This design comes from an exercise in tuning for small area, a short achievable clock period and few clock cycles per item on the open sky130 flow, not from production work.
In this exercise RTL edits were held to simulation tests only and were not proved equivalent to the original.

== rev 12 ==
## cordic_vector
module cordic_vector (
  input  logic        clk,
  input  logic        reset,
  input  logic [31:0] x_in,
  input  logic [31:0] y_in,
  input  logic        in_valid,
  output logic        in_ready,
  output logic [31:0] angle,
  output logic [31:0] magnitude,
  output logic        out_valid,
  input  logic        out_ready
);
  function automatic logic [31:0] ztab1(input logic [4:0] ztab1_k);
    ztab1 = (ztab1_k[4] ? (ztab1_k[3] ? (ztab1_k[2] ? (ztab1_k[1] ? (ztab1_k[0] ? 32'hCB4298FC : 32'hAD9631F8) : (ztab1_k[0] ? 32'hBB94DE00 : 32'h9DE876FC)) : (ztab1_k[1] ? (ztab1_k[0] ? 32'hC34D2A58 : 32'hA5A0C354) : (ztab1_k[0] ? 32'hB39F6F5C : 32'h95F30858))) : (ztab1_k[2] ? (ztab1_k[1] ? (ztab1_k[0] ? 32'h620E7CF6 : 32'h446215F2) : (ztab1_k[0] ? 32'h5260C1FA : 32'h34B45AF6)) : (ztab1_k[1] ? (ztab1_k[0] ? 32'h5A190E52 : 32'h3C6CA74E) : (ztab1_k[0] ? 32'h4A6B5356 : 32'h2CBEEC52)))) : (ztab1_k[3] ? (ztab1_k[2] ? (ztab1_k[1] ? (ztab1_k[0] ? 32'hFD868FA5 : 32'hDFDA28A1) : (ztab1_k[0] ? 32'hEDD8D4A9 : 32'hD02C6DA5)) : (ztab1_k[1] ? (ztab1_k[0] ? 32'hF5912101 : 32'hD7E4B9FD) : (ztab1_k[0] ? 32'hE5E36605 : 32'hC836FF01))) : (ztab1_k[2] ? (ztab1_k[1] ? (ztab1_k[0] ? 32'h2FCA864D : 32'h121E1F49) : (ztab1_k[0] ? 32'h201CCB51 : 32'h0270644D)) : (ztab1_k[1] ? (ztab1_k[0] ? 32'h27D517A9 : 32'h0A28B0A5) : (ztab1_k[0] ? 32'h18275CAD : 32'hFA7AF5A9)))));
  endfunction
  function automatic logic [31:0] ztab2(input logic [2:0] ztab2_k);
    ztab2 = (ztab2_k[2] ? (ztab2_k[1] ? (ztab2_k[0] ? 32'h06FE7B7A : 32'h02FFD004) : (ztab2_k[0] ? 32'h04FEA620 : 32'h00FFFAAA)) : (ztab2_k[1] ? (ztab2_k[0] ? 32'h05FE80D0 : 32'h01FFD55A) : (ztab2_k[0] ? 32'h03FEAB76 : 32'h00000000)));
  endfunction
  function automatic logic [31:0] ztab3(input logic [3:0] ztab3_k);
    ztab3 = (ztab3_k[3] ? (ztab3_k[2] ? (ztab3_k[1] ? (ztab3_k[0] ? 32'h00EFFF38 : 32'h006FFFE4) : (ztab3_k[0] ? 32'h00AFFF4E : 32'h002FFFFA)) : (ztab3_k[1] ? (ztab3_k[0] ? 32'h00CFFF3C : 32'h004FFFE8) : (ztab3_k[0] ? 32'h008FFF52 : 32'h000FFFFE))) : (ztab3_k[2] ? (ztab3_k[1] ? (ztab3_k[0] ? 32'h00DFFF3A : 32'h005FFFE6) : (ztab3_k[0] ? 32'h009FFF50 : 32'h001FFFFC)) : (ztab3_k[1] ? (ztab3_k[0] ? 32'h00BFFF3E : 32'h003FFFEA) : (ztab3_k[0] ? 32'h007FFF54 : 32'h00000000))));
  endfunction
  logic en;   
  logic        v0, sx0, sy0;
  logic [31:0] xa0, ya0;
  always_ff @(posedge clk or negedge reset)
    if (!reset) v0 <= 1'b0;
  ...
Settings: LEC_CHECK=0, ABC_AREA=1, CAP_MARGIN=20, CORE_MARGIN=2, CORE_UTILIZATION=50, CTS_CLUSTER_DIAMETER=120, CTS_CLUSTER_SIZE=25, SLEW_MARGIN=20; clock period 12.0 ns.
standard.sh (not shown) runs the stock make flow with config.mk's settings and CLKGATE_MAP_FILE= SYNTH_SCRIPT=/design/flow/synth_recipe.tcl, a recipe that flattens the netlist after the stock synthesis.
==> flow/flow/run.sh <==
#!/bin/bash
# The standard layout, with the resizer allowed to change cell footprints and asked for
# more setup slack than the constraint needs, so that it shortens the critical paths.
set -euo pipefail
bash standard.sh synth > synth.log 2>&1
bash standard.sh MATCH_CELL_FOOTPRINT=0 SETUP_SLACK_MARGIN=8.1 finish > layout.log 2>&1
Rev 12 reached the final stage; the timing, design-rule and antenna checks on its layout passed.
Testbench counts of rev 12, summed over its fixed seeds: cycles 2,320, items 2,048.
diff inputs: rev 12 => rev 13
- CORE_UTILIZATION changed from 50 to 55
==> run notes <==
- Max signal arrival time at the worst endpoint across rev 12 and rev 13: rev 13
- Going from rev 12 to rev 13, area growth from synthesis to layout saw a decrease; wire length after detailed routing saw a decrease.

==> what the ideal ports hide <==
The flow's constraints put no driver on any port. The routed layouts listed below were extracted and timed again, unchanged, in two steps.
Step 1 assumes that a clkbuf_16 drives the clock port and a buf_2 every other input.
Step 2 also shifts input and output timing later by t, the mid clock arrival at the registers, as if the neighbouring blocks saw the same clock.
a / b / c = ideal / step 1 / step 2; a / b = the first two.
run | t, ns | slack for setup (ns) | worst setup path at the end | slew at the worst register clock pin (ns) | worst slew at a driven data input, ns
rev 12 | 0.994 | 8.132 / 8.036 / 7.246 | input to register | 0.11 / 0.11 | 0.04
rev 13 | 0.994 | 8.103 / 8.001 / 7.274 | input to register | 0.12 / 0.12 | 0.05
After both steps every run listed still meets setup and hold. The setup slack of rev 12, which loses most, moves by -0.096 ns with the drivers and by -0.886 ns with both steps.
